This is an optimization exercise on Yosys and OpenROAD, whose aim is small area, a short achievable clock period and few clock cycles, not a production implementation.
Where RTL was checked, it was by simulation tests only, not by an equivalence proof against the original.
No driver is modelled on the clock port, so clocking that relies on it looks cheaper here than on a real chip.
No activity file was given, so power comes from the tool's default toggle rates.

Design mul_accel_top, start of the top module:
module mul_accel_top #(
  parameter int unsigned StreamerCsrNum = 6
) (
  input  logic  clk_i,
  input  logic  rst_n_i,
  input  mul_accel_pkg::addr_t csr_req_addr_i,
  input  mul_accel_pkg::word_t csr_req_data_i,
  input  logic  csr_req_write_i,
  input  logic  csr_req_valid_i,
  output logic  csr_req_ready_o,
  output mul_accel_pkg::word_t csr_rsp_data_o,
  output logic  csr_rsp_valid_o,
  input  logic  csr_rsp_ready_i,
  output mul_accel_pkg::addr_t tcdm_addr_o,
  output mul_accel_pkg::word_t tcdm_wdata_o,
  output logic  tcdm_write_o,
  output logic  tcdm_req_o,
  input  logic  tcdm_gnt_i,
  input  mul_accel_pkg::word_t tcdm_rdata_i,
  input  logic  tcdm_rvalid_i
);
Size: about 2100 cells after synthesis, roughly 350 flip-flops.
export LEC_CHECK = 0
export CAP_MARGIN = 20
export CORE_MARGIN = 8
export CORE_UTILIZATION = 60
export CTS_BUF_LIST = sky130_fd_sc_hd__clkbuf_16
export CTS_CLUSTER_DIAMETER = 100
export CTS_CLUSTER_SIZE = 20
export PLACE_DENSITY = 0.75
export SETUP_SLACK_MARGIN = 4
export SLEW_MARGIN = 20
create_clock -name core_clock -period 8.0 [get_ports {clk_i}]
standard.sh (not shown) runs the stock make flow with config.mk's settings and CLKGATE_MAP_FILE= SYNTH_SCRIPT=/design/flow/synth_recipe.tcl, a recipe that flattens the netlist after the stock synthesis.
==> flow/flow/run.sh <==
#!/bin/bash
set -euo pipefail
ARGS="BUFFER_PORTS_ARGS=-buffer_cell sky130_fd_sc_hd__buf_1"
R=orfs/results/sky130hd/mul_accel_top/base
bash standard.sh "$ARGS" cts > flow_make_cts.log 2>&1
SKEW_DB=$R/4_cts.odb SKEW_SDC=$R/4_cts.sdc SKEW_OUT=$R/4_cts.odb \
  SKEW_DLY=sky130_fd_sc_hd__clkdlybuf4s18_1 SKEW_DRV=sky130_fd_sc_hd__clkbuf_16 \
  openroad -no_init -exit flow/skew.tcl > skew.log 2>&1
bash standard.sh "$ARGS" finish > flow_make_finish.log 2>&1
Other scripts of this flow, unchanged in this note and not shown: flow/flow/skew.tcl
Testbench counts at the start, summed over its fixed seeds: cycles 11,462.
Rerun with:
--- a/flow/design.v
+++ b/flow/design.v
@@ -198,21 +198,16 @@
 );
   logic [31:0] base_a_q, base_b_q, base_c_q, len_q, count_q;
   logic [3:0]  shift_q;
   logic [3:0]  shl_q, shh_q;
   logic        rsp_valid_q;
   logic [6:0]  rsel_q;
-  logic        va_q, vb_q, vc_q, vl_q;
   logic        st_a_q, st_b_q, st_c_q, st_t_q;
-  logic        st_u_q;
   logic        first_q, last_q;
   logic [31:0] idx_q;
   logic [31:0] addr_q;
-  logic [31:0] nbase;
-  logic        ncin;
-  logic [32:0] nsum;
   logic        ga_q, ga2_q, gb_q, s1_q, s2_q, cv_q;
   logic [15:0] a_q;
   logic [31:0] c_q;
   logic busy;
   assign busy = st_a_q | st_b_q | st_c_q | st_t_q;
   logic       req_fire, wr, hi_zero;
@@ -244,12 +239,13 @@
   assign csr_rsp_data_o = ({32{rsel_q[0]}} & base_a_q) | ({32{rsel_q[1]}} & base_b_q) |
                           ({32{rsel_q[2]}} & base_c_q) | ({32{rsel_q[3]}} & len_q) |
                           ({32{rsel_q[4]}} & count_q) | ({32{rsel_q[5]}} & {28'd0, shift_q}) |
                           {31'd0, rsel_q[6]};
   assign csr_req_ready_o = ~rsp_valid_q;
   assign csr_rsp_valid_o = rsp_valid_q;
+  logic        va_q, vb_q, vc_q, vl_q;
   logic [31:0] wdata_z;
   logic        wr_ok, wr_a, wr_b, wr_c, wr_l;
   assign wr_ok   = wr & hi_zero & ~busy;
   assign wr_a    = wr_ok & (a4 == 4'd0);
   assign wr_b    = wr_ok & (a4 == 4'd1);
   assign wr_c    = wr_ok & (a4 == 4'd2);
@@ -286,30 +282,37 @@
           shh_q <= 4'b0001 << shift_q[3:2];
         end
       end
       if (wr && hi_zero && a4 == 4'd6) shift_q <= csr_req_data_i[3:0];
     end
   end
-  logic gnt_a, gnt_b, gnt_c, adv_c, done, req_c;
+  logic gnt_a, gnt_b, gnt_c, adv_c, done;
   assign gnt_a = st_a_q & tcdm_gnt_i;
   assign gnt_b = st_b_q & tcdm_gnt_i;
   assign gnt_c = req_c & tcdm_gnt_i;
   assign adv_c = st_c_q & (first_q | gnt_c);
   assign done  = st_t_q & gnt_c;
-  logic cnt_wait, cnt_upd;
-  assign req_c    = (st_c_q | st_t_q) & cv_q;
-  assign cnt_wait = rsp_valid_q & rsel_q[4] & ~csr_rsp_ready_i;
-  assign cnt_upd  = (done | st_u_q) & ~cnt_wait;
+  logic        req_c;
+  logic        cy_q, hip_q;
+  logic [16:0] cnt_lo;
+  logic [15:0] cnt_hi;
+  assign req_c  = (st_c_q | st_t_q) & cv_q;
+  assign cnt_lo = {1'b0, count_q[15:0]} + {1'b0, len_q[15:0]};
+  assign cnt_hi = count_q[31:16] + len_q[31:16] + {15'd0, cy_q};
   always_ff @(posedge clk_i or negedge rst_n_i) begin
     if (!rst_n_i) begin
       count_q <= '0;
-      st_u_q  <= 1'b0;
+      cy_q    <= 1'b0;
+      hip_q   <= 1'b0;
     end else begin
-      if (cnt_upd) count_q <= nsum[32:1];
-      if (done & cnt_wait) st_u_q <= 1'b1;
-      else if (cnt_upd) st_u_q <= 1'b0;
+      hip_q <= start;
+      if (start) begin
+        count_q[15:0] <= cnt_lo[15:0];
+        cy_q          <= cnt_lo[16];
+      end
+      if (hip_q) count_q[31:16] <= cnt_hi;
     end
   end
   function automatic logic sum_eq(input logic [31:0] x, input logic [31:0] y, input logic [31:0] k);
     logic ok;
     logic c;
     ok = 1'b1;
@@ -317,32 +320,32 @@
     for (int i = 0; i < 32; i++) begin
       ok = ok & ((x[i] ^ y[i] ^ k[i]) == c);
       c  = (x[i] & y[i]) | ((x[i] ^ y[i]) & ~k[i]);
     end
     sum_eq = ok;
   endfunction
+  logic [31:0] nbase;
+  logic        ncin;
+  logic [32:0] nsum;
   logic ta_q, tc_q, last_d;
   assign last_d = sum_eq(idx_q, 32'd2, len_q);
-  logic tn;
-  assign tn     = st_t_q | st_u_q;
-  assign nbase  = ({32{ta_q}} & base_a_q) | ({32{st_a_q}} & base_b_q) | ({32{tc_q}} & base_c_q) |
-                  ({32{tn}} & count_q);
-  assign ncin   = ta_q | st_a_q | tn;
+  assign nbase  = ({32{ta_q}} & base_a_q) | ({32{st_a_q}} & base_b_q) | ({32{tc_q}} & base_c_q);
+  assign ncin   = ta_q | st_a_q;
   always_ff @(posedge clk_i or negedge rst_n_i) begin
     if (!rst_n_i) begin
       ta_q <= 1'b1;
       tc_q <= 1'b0;
     end else begin
       if (start | gnt_a | adv_c) ta_q <= 1'b0;
       if (start | adv_c) tc_q <= 1'b0;
       if (gnt_a) tc_q <= 1'b1;
       if (gnt_b) begin
         ta_q <= ~last_d;
         tc_q <= last_d;
       end
-      if (cnt_upd) begin
+      if (done) begin
         ta_q <= 1'b1;
         tc_q <= 1'b0;
       end
     end
   end
   assign nsum = {nbase, ncin} + {idx_q, 1'b1};
@@ -391,13 +394,13 @@
       s2_q <= s1_q & ~cv_q;
       if (s2_q) cv_q <= 1'b1;
       else if (gnt_c) cv_q <= 1'b0;
     end
   end
   always_ff @(posedge clk_i) begin
-    if (!busy && !st_u_q) idx_q <= '1;
+    if (!busy) idx_q <= '1;
     else if (gnt_b) idx_q <= idx_q + 32'd1;
   end
   always_ff @(posedge clk_i) begin
     if (start | gnt_a | gnt_b | adv_c) addr_q <= nsum[32:1];
   end
   assign tcdm_req_o   = st_a_q | st_b_q | req_c;
Synthesized area went up by 5.4%.
Design area went up by 4.3%.
Total power went down by 1.8%.
Worst setup slack improves by 0.071 ns.
Die area went up by 5.0%.
Final cell count went up by 4.6%.
Routed wire length stays flat.
First-iteration DRC count went down by 0.91%.
Clock power went down by about 5%.
Non-clock buffer count went down by 5.
Sequential power is about the same.
Utilization went down by 0.85 points.
Via count went up by 1.4%.
Testbench counts after the change, summed over its fixed seeds: cycles 11,462.

The RTL this note starts from:
==> flow/design.v <==
package mul_accel_pkg;
  typedef logic [31:0] word_t;
  typedef logic [31:0] addr_t;
  typedef logic [15:0] operand_t;
  typedef logic [3:0]  shift_t;
  typedef enum logic [2:0] {IDLE, RD_A, WT_A, RD_B, WT_B, FEED, DRAIN, WR_C} stream_state_e;
  localparam addr_t CsrShift  = 32'd0;
  localparam addr_t CsrCommit = 32'd1;
  localparam addr_t CsrCount  = 32'd2;
  localparam addr_t CsrBaseA  = 32'd0;
  localparam addr_t CsrBaseB  = 32'd1;
  localparam addr_t CsrBaseC  = 32'd2;
  localparam addr_t CsrLength = 32'd3;
  localparam addr_t CsrStart  = 32'd4;
  localparam addr_t CsrStatus = 32'd5;
endpackage
module mul_accel_top #(
  parameter int unsigned StreamerCsrNum = 6
) (
  input  logic  clk_i,
  input  logic  rst_n_i,
  input  mul_accel_pkg::addr_t csr_req_addr_i,
  input  mul_accel_pkg::word_t csr_req_data_i,
  input  logic  csr_req_write_i,
  input  logic  csr_req_valid_i,
  output logic  csr_req_ready_o,
  output mul_accel_pkg::word_t csr_rsp_data_o,
  output logic  csr_rsp_valid_o,
  input  logic  csr_rsp_ready_i,
  output mul_accel_pkg::addr_t tcdm_addr_o,
  output mul_accel_pkg::word_t tcdm_wdata_o,
  output logic  tcdm_write_o,
  output logic  tcdm_req_o,
  input  logic  tcdm_gnt_i,
  input  mul_accel_pkg::word_t tcdm_rdata_i,
  input  logic  tcdm_rvalid_i
);
  logic [31:0] base_a_q, base_b_q, base_c_q, len_q, count_q;
  logic [3:0]  shift_q, cshift_q;
  logic        rsp_valid_q;
  logic [6:0]  rsel_q;
  logic        st_a_q, st_b_q, st_c_q, st_t_q;
  logic        first_q, last_q;
  logic [31:0] idx_q;
  logic [31:0] addr_q;
  logic        ga_q, gb_q, s1_q, s2_q, cv_q;
  logic [15:0] a_q;
  logic [31:0] c_q;
  logic busy;
  assign busy = st_a_q | st_b_q | st_c_q | st_t_q;
  logic       req_fire, wr, hi_zero;
  logic [3:0] a4;
  logic       start;
  assign req_fire = csr_req_valid_i & ~rsp_valid_q;
  assign wr       = req_fire & csr_req_write_i;
  assign hi_zero  = csr_req_addr_i[31:4] == '0;
  assign a4       = csr_req_addr_i[3:0];
  assign start    = wr & hi_zero & (a4 == 4'd4) & ~busy & (len_q != '0);
  logic [6:0] rsel_d;
  logic       rd;
  assign rd = ~csr_req_write_i & hi_zero;
  assign rsel_d = {rd & (a4 == 4'd5) & busy, rd & (a4 == 4'd6), rd & (a4 == 4'd8),
                   rd & (a4 == 4'd3), rd & (a4 == 4'd2), rd & (a4 == 4'd1), rd & (a4 == 4'd0)};
  always_ff @(posedge clk_i or negedge rst_n_i) begin
    if (!rst_n_i) begin
      rsp_valid_q <= 1'b0;
    end else if (req_fire) begin
      rsp_valid_q <= 1'b1;
    end else if (csr_rsp_ready_i) begin
      rsp_valid_q <= 1'b0;
    end
  end
  always_ff @(posedge clk_i) begin
    if (req_fire) rsel_q <= rsel_d;
  end
  assign csr_rsp_data_o = ({32{rsel_q[0]}} & base_a_q) | ({32{rsel_q[1]}} & base_b_q) |
                          ({32{rsel_q[2]}} & base_c_q) | ({32{rsel_q[3]}} & len_q) |
                          ({32{rsel_q[4]}} & count_q) | ({32{rsel_q[5]}} & {28'd0, shift_q}) |
                          {31'd0, rsel_q[6]};
  assign csr_req_ready_o = ~rsp_valid_q;
  assign csr_rsp_valid_o = rsp_valid_q;
  always_ff @(posedge clk_i or negedge rst_n_i) begin
    if (!rst_n_i) begin
      base_a_q <= '0;
      base_b_q <= '0;
      base_c_q <= '0;
      len_q    <= '0;
      shift_q  <= '0;
      cshift_q <= '0;
    end else begin
      if (wr && hi_zero && !busy) begin
        if (a4 == 4'd0) base_a_q <= csr_req_data_i;
        if (a4 == 4'd1) base_b_q <= csr_req_data_i;
        if (a4 == 4'd2) base_c_q <= csr_req_data_i;
        if (a4 == 4'd3) len_q    <= csr_req_data_i;
        if (a4 == 4'd7) cshift_q <= shift_q;
      end
      if (wr && hi_zero && a4 == 4'd6) shift_q <= csr_req_data_i[3:0];
    end
  end
  logic gnt_a, gnt_b, gnt_c, adv_c, done;
  assign gnt_a = st_a_q & tcdm_gnt_i;
  assign gnt_b = st_b_q & tcdm_gnt_i;
  assign gnt_c = req_c & tcdm_gnt_i;
  assign adv_c = st_c_q & (first_q | gnt_c);
  assign done  = st_t_q & gnt_c;
  logic cnt_pend, cnt_hold, creq_q, dfr_q, req_c;
  assign cnt_pend = rsp_valid_q & rsel_q[4];
  assign cnt_hold = cnt_pend | dfr_q;
  assign req_c    = (st_c_q | st_t_q) & cv_q & (creq_q | ~cnt_hold);
  always_ff @(posedge clk_i or negedge rst_n_i) begin
    if (!rst_n_i) begin
      count_q <= '0;
      creq_q  <= 1'b0;
      dfr_q   <= 1'b0;
    end else begin
      creq_q <= req_c & ~tcdm_gnt_i;
      if (!cnt_pend && (gnt_c || dfr_q)) begin
        count_q <= count_q + 32'd1;
        dfr_q   <= 1'b0;
      end else if (gnt_c) begin
        dfr_q   <= 1'b1;
      end
    end
  end
  function automatic logic sum_eq(input logic [31:0] x, input logic [31:0] y, input logic [31:0] k);
    logic ok;
    logic c;
    ok = 1'b1;
    c  = 1'b0;
    for (int i = 0; i < 32; i++) begin
      ok = ok & ((x[i] ^ y[i] ^ k[i]) == c);
      c  = (x[i] & y[i]) | ((x[i] ^ y[i]) & ~k[i]);
    end
    sum_eq = ok;
  endfunction
  logic [31:0] nbase;
  logic        ncin;
  logic [32:0] nsum;
  always_comb begin
    if (st_a_q) begin
      nbase = base_b_q;  ncin = 1'b1;
    end else if (st_b_q || (st_c_q && last_q)) begin
      nbase = base_c_q;  ncin = 1'b0;
    end else begin
      nbase = base_a_q;  ncin = 1'b1;
    end
  end
  assign nsum = {nbase, ncin} + {idx_q, 1'b1};
  always_ff @(posedge clk_i or negedge rst_n_i) begin
    if (!rst_n_i) begin
      st_a_q  <= 1'b0;
      st_b_q  <= 1'b0;
      st_c_q  <= 1'b0;
      st_t_q  <= 1'b0;
      first_q <= 1'b0;
      last_q  <= 1'b0;
      idx_q   <= '1;
      ga_q    <= 1'b0;
      gb_q    <= 1'b0;
      s1_q    <= 1'b0;
      s2_q    <= 1'b0;
      cv_q    <= 1'b0;
    end else begin
      ga_q <= gnt_a;
      gb_q <= gnt_b;
      if (start) begin
        st_a_q  <= 1'b1;
        first_q <= 1'b1;
      end
      if (gnt_a) begin
        st_a_q <= 1'b0;
        st_b_q <= 1'b1;
      end
      if (gnt_b) begin
        st_b_q <= 1'b0;
        st_c_q <= 1'b1;
        idx_q  <= idx_q + 32'd1;
        last_q <= sum_eq(idx_q, 32'd2, len_q);
      end
      if (adv_c) begin
        st_c_q  <= 1'b0;
        first_q <= 1'b0;
        if (last_q) st_t_q <= 1'b1;
        else        st_a_q <= 1'b1;
      end
      if (done) begin
        st_t_q <= 1'b0;
        idx_q  <= '1;
      end
      if (gb_q) s1_q <= 1'b1;
      else if (!cv_q) s1_q <= 1'b0;
      s2_q <= s1_q & ~cv_q;
      if (s2_q) cv_q <= 1'b1;
      else if (gnt_c) cv_q <= 1'b0;
    end
  end
  always_ff @(posedge clk_i) begin
    if (start | gnt_a | gnt_b | adv_c) addr_q <= nsum[32:1];
  end
  assign tcdm_req_o   = st_a_q | st_b_q | req_c;
  assign tcdm_write_o = st_c_q | st_t_q;
  assign tcdm_addr_o  = addr_q;
  logic        s1_fire;
  logic [7:0]  bhi_q;
  logic [3:0]  one_q, two_q, neg_q;
  logic        top_q;
  logic [7:0]  nbyte;
  logic [15:0] addend;
  logic [23:0] msum;
  assign s1_fire = s1_q & ~cv_q;
  assign nbyte   = gb_q ? tcdm_rdata_i[7:0] : bhi_q;
  assign addend  = s2_q ? c_q[31:16] : 16'd0;
  always_comb begin
    logic [23:0] acc;
    logic [16:0] sel;
    logic [23:0] row;
    acc = {8'd0, addend};
    for (int i = 0; i < 4; i++) begin
      sel = ({17{one_q[i]}} & {1'b0, a_q}) | ({17{two_q[i]}} & {a_q, 1'b0});
      row = {{7{neg_q[i]}}, sel ^ {17{neg_q[i]}}};
      acc = acc + (row << (2 * i)) + (24'(neg_q[i]) << (2 * i));
    end
    acc = acc + ({8'd0, {16{top_q}} & a_q} << 8);
    msum = acc;
  end
  always_ff @(posedge clk_i) begin
    if (ga_q) a_q <= tcdm_rdata_i[15:0];
    if (gb_q) bhi_q <= tcdm_rdata_i[15:8];
    if (gb_q | s1_fire) begin
      for (int i = 0; i < 4; i++) begin
        logic lo;
        lo = (i == 0) ? 1'b0 : nbyte[2*i-1];
        neg_q[i] <= nbyte[2*i+1];
        one_q[i] <= nbyte[2*i] ^ lo;
        two_q[i] <= (nbyte[2*i+1] & ~nbyte[2*i] & ~lo) | (~nbyte[2*i+1] & nbyte[2*i] & lo);
      end
      top_q <= nbyte[7];
    end
    if (s1_fire | s2_q) c_q[31:8] <= msum;
    if (s2_q) c_q[7:0] <= c_q[15:8];
  end
  assign tcdm_wdata_o = c_q >> cshift_q;
endmodule
export LEC_CHECK = 0
export CAP_MARGIN = 20
export CORE_MARGIN = 8
export CORE_UTILIZATION = 40
export CTS_BUF_LIST = sky130_fd_sc_hd__clkbuf_16
export CTS_CLUSTER_DIAMETER = 100
export CTS_CLUSTER_SIZE = 20
export PLACE_DENSITY = 0.6
export SETUP_SLACK_MARGIN = 4
export SLEW_MARGIN = 20
create_clock -name core_clock -period 8.0 [get_ports {clk_i}]
==> flow/flow/run.sh <==
#!/bin/bash
set -euo pipefail
bash standard.sh "BUFFER_PORTS_ARGS=-buffer_cell sky130_fd_sc_hd__buf_1" finish > flow_make.log 2>&1
Then changed:
--- a/flow/design.v
+++ b/flow/design.v
@@ -67,12 +67,21 @@
     end else if (req_fire) begin
       rsp_valid_q <= 1'b1;
     end else if (csr_rsp_ready_i) begin
       rsp_valid_q <= 1'b0;
     end
   end
+  always_ff @(posedge clk_i or negedge rst_n_i) begin
+    if (!rst_n_i) begin
+      cpend_q <= 1'b0;
+    end else if (req_fire) begin
+      cpend_q <= rsel_d[4];
+    end else if (csr_rsp_ready_i) begin
+      cpend_q <= 1'b0;
+    end
+  end
   always_ff @(posedge clk_i) begin
     if (req_fire) rsel_q <= rsel_d;
   end
   assign csr_rsp_data_o = ({32{rsel_q[0]}} & base_a_q) | ({32{rsel_q[1]}} & base_b_q) |
                           ({32{rsel_q[2]}} & base_c_q) | ({32{rsel_q[3]}} & len_q) |
                           ({32{rsel_q[4]}} & count_q) | ({32{rsel_q[5]}} & {28'd0, shift_q}) |
@@ -101,14 +110,14 @@
   logic gnt_a, gnt_b, gnt_c, adv_c, done;
   assign gnt_a = st_a_q & tcdm_gnt_i;
   assign gnt_b = st_b_q & tcdm_gnt_i;
   assign gnt_c = req_c & tcdm_gnt_i;
   assign adv_c = st_c_q & (first_q | gnt_c);
   assign done  = st_t_q & gnt_c;
-  logic cnt_pend, cnt_hold, creq_q, dfr_q, req_c;
-  assign cnt_pend = rsp_valid_q & rsel_q[4];
+  logic cnt_pend, cnt_hold, creq_q, dfr_q, req_c, cpend_q;
+  assign cnt_pend = cpend_q;
   assign cnt_hold = cnt_pend | dfr_q;
   assign req_c    = (st_c_q | st_t_q) & cv_q & (creq_q | ~cnt_hold);
   always_ff @(posedge clk_i or negedge rst_n_i) begin
     if (!rst_n_i) begin
       count_q <= '0;
       creq_q  <= 1'b0;
The changed run passed the timing, design-rule and antenna checks.
Wire length is higher by 4.9%.
Global-route usage climbs by 0.35 points.
Clock power barely changes.
Synthesized area climbs by 2.5%.
Power goes down by 1.6%.
Synthesized cell count grows by 5.7%.
Worst hold slack loses 0.0059 ns.
Sequential share of layout area fell by 0.83 points.
Count of clock-buffer cells in the layout is unchanged.
Via count climbs by 5.4%.
Testbench counts after the change, summed over its fixed seeds: cycles 11,462.
The RTL of the first run of this note was laid out without a check of its function.

what the ideal ports hide:
Ports are ideal in the flow. The routed layouts listed here were re-timed in OpenROAD.
Step 1 assumes that a clkbuf_16 drives the clock port and a buf_2 every other input.
Step 2, shift: input delay + t, output delay - t, t = (earliest + latest rising clock arrival at the registers) / 2. This alone moves slack from input paths to output paths.
a / b / c = ideal / step 1 / step 2; a / b = the first two.
run	shift t [ns]	slack for setup (ns)	worst setup path at the end	latest minus earliest clock arrival (ns)
the first run of note 1	0.769	3.978 / 3.922 / 3.445	input to register	0.414 / 0.414
the second run of note 1	0.747	4.049 / 4.001 / 3.586	input to register	0.390 / 0.390
the first run of note 2	0.609	3.251 / 3.251 / 3.251	register to register	0.036 / 0.035
the second run of note 2	0.601	3.679 / 3.679 / 3.679	register to register	0.045 / 0.045
In the first run of note 1 and the second run of note 1 the clock reaches the registers at very different times; t lies between them, and the last value is a rough guide only. The setup slack of the first run of note 1, which loses most, moves by -0.056 ns with the drivers and by -0.533 ns with both steps.
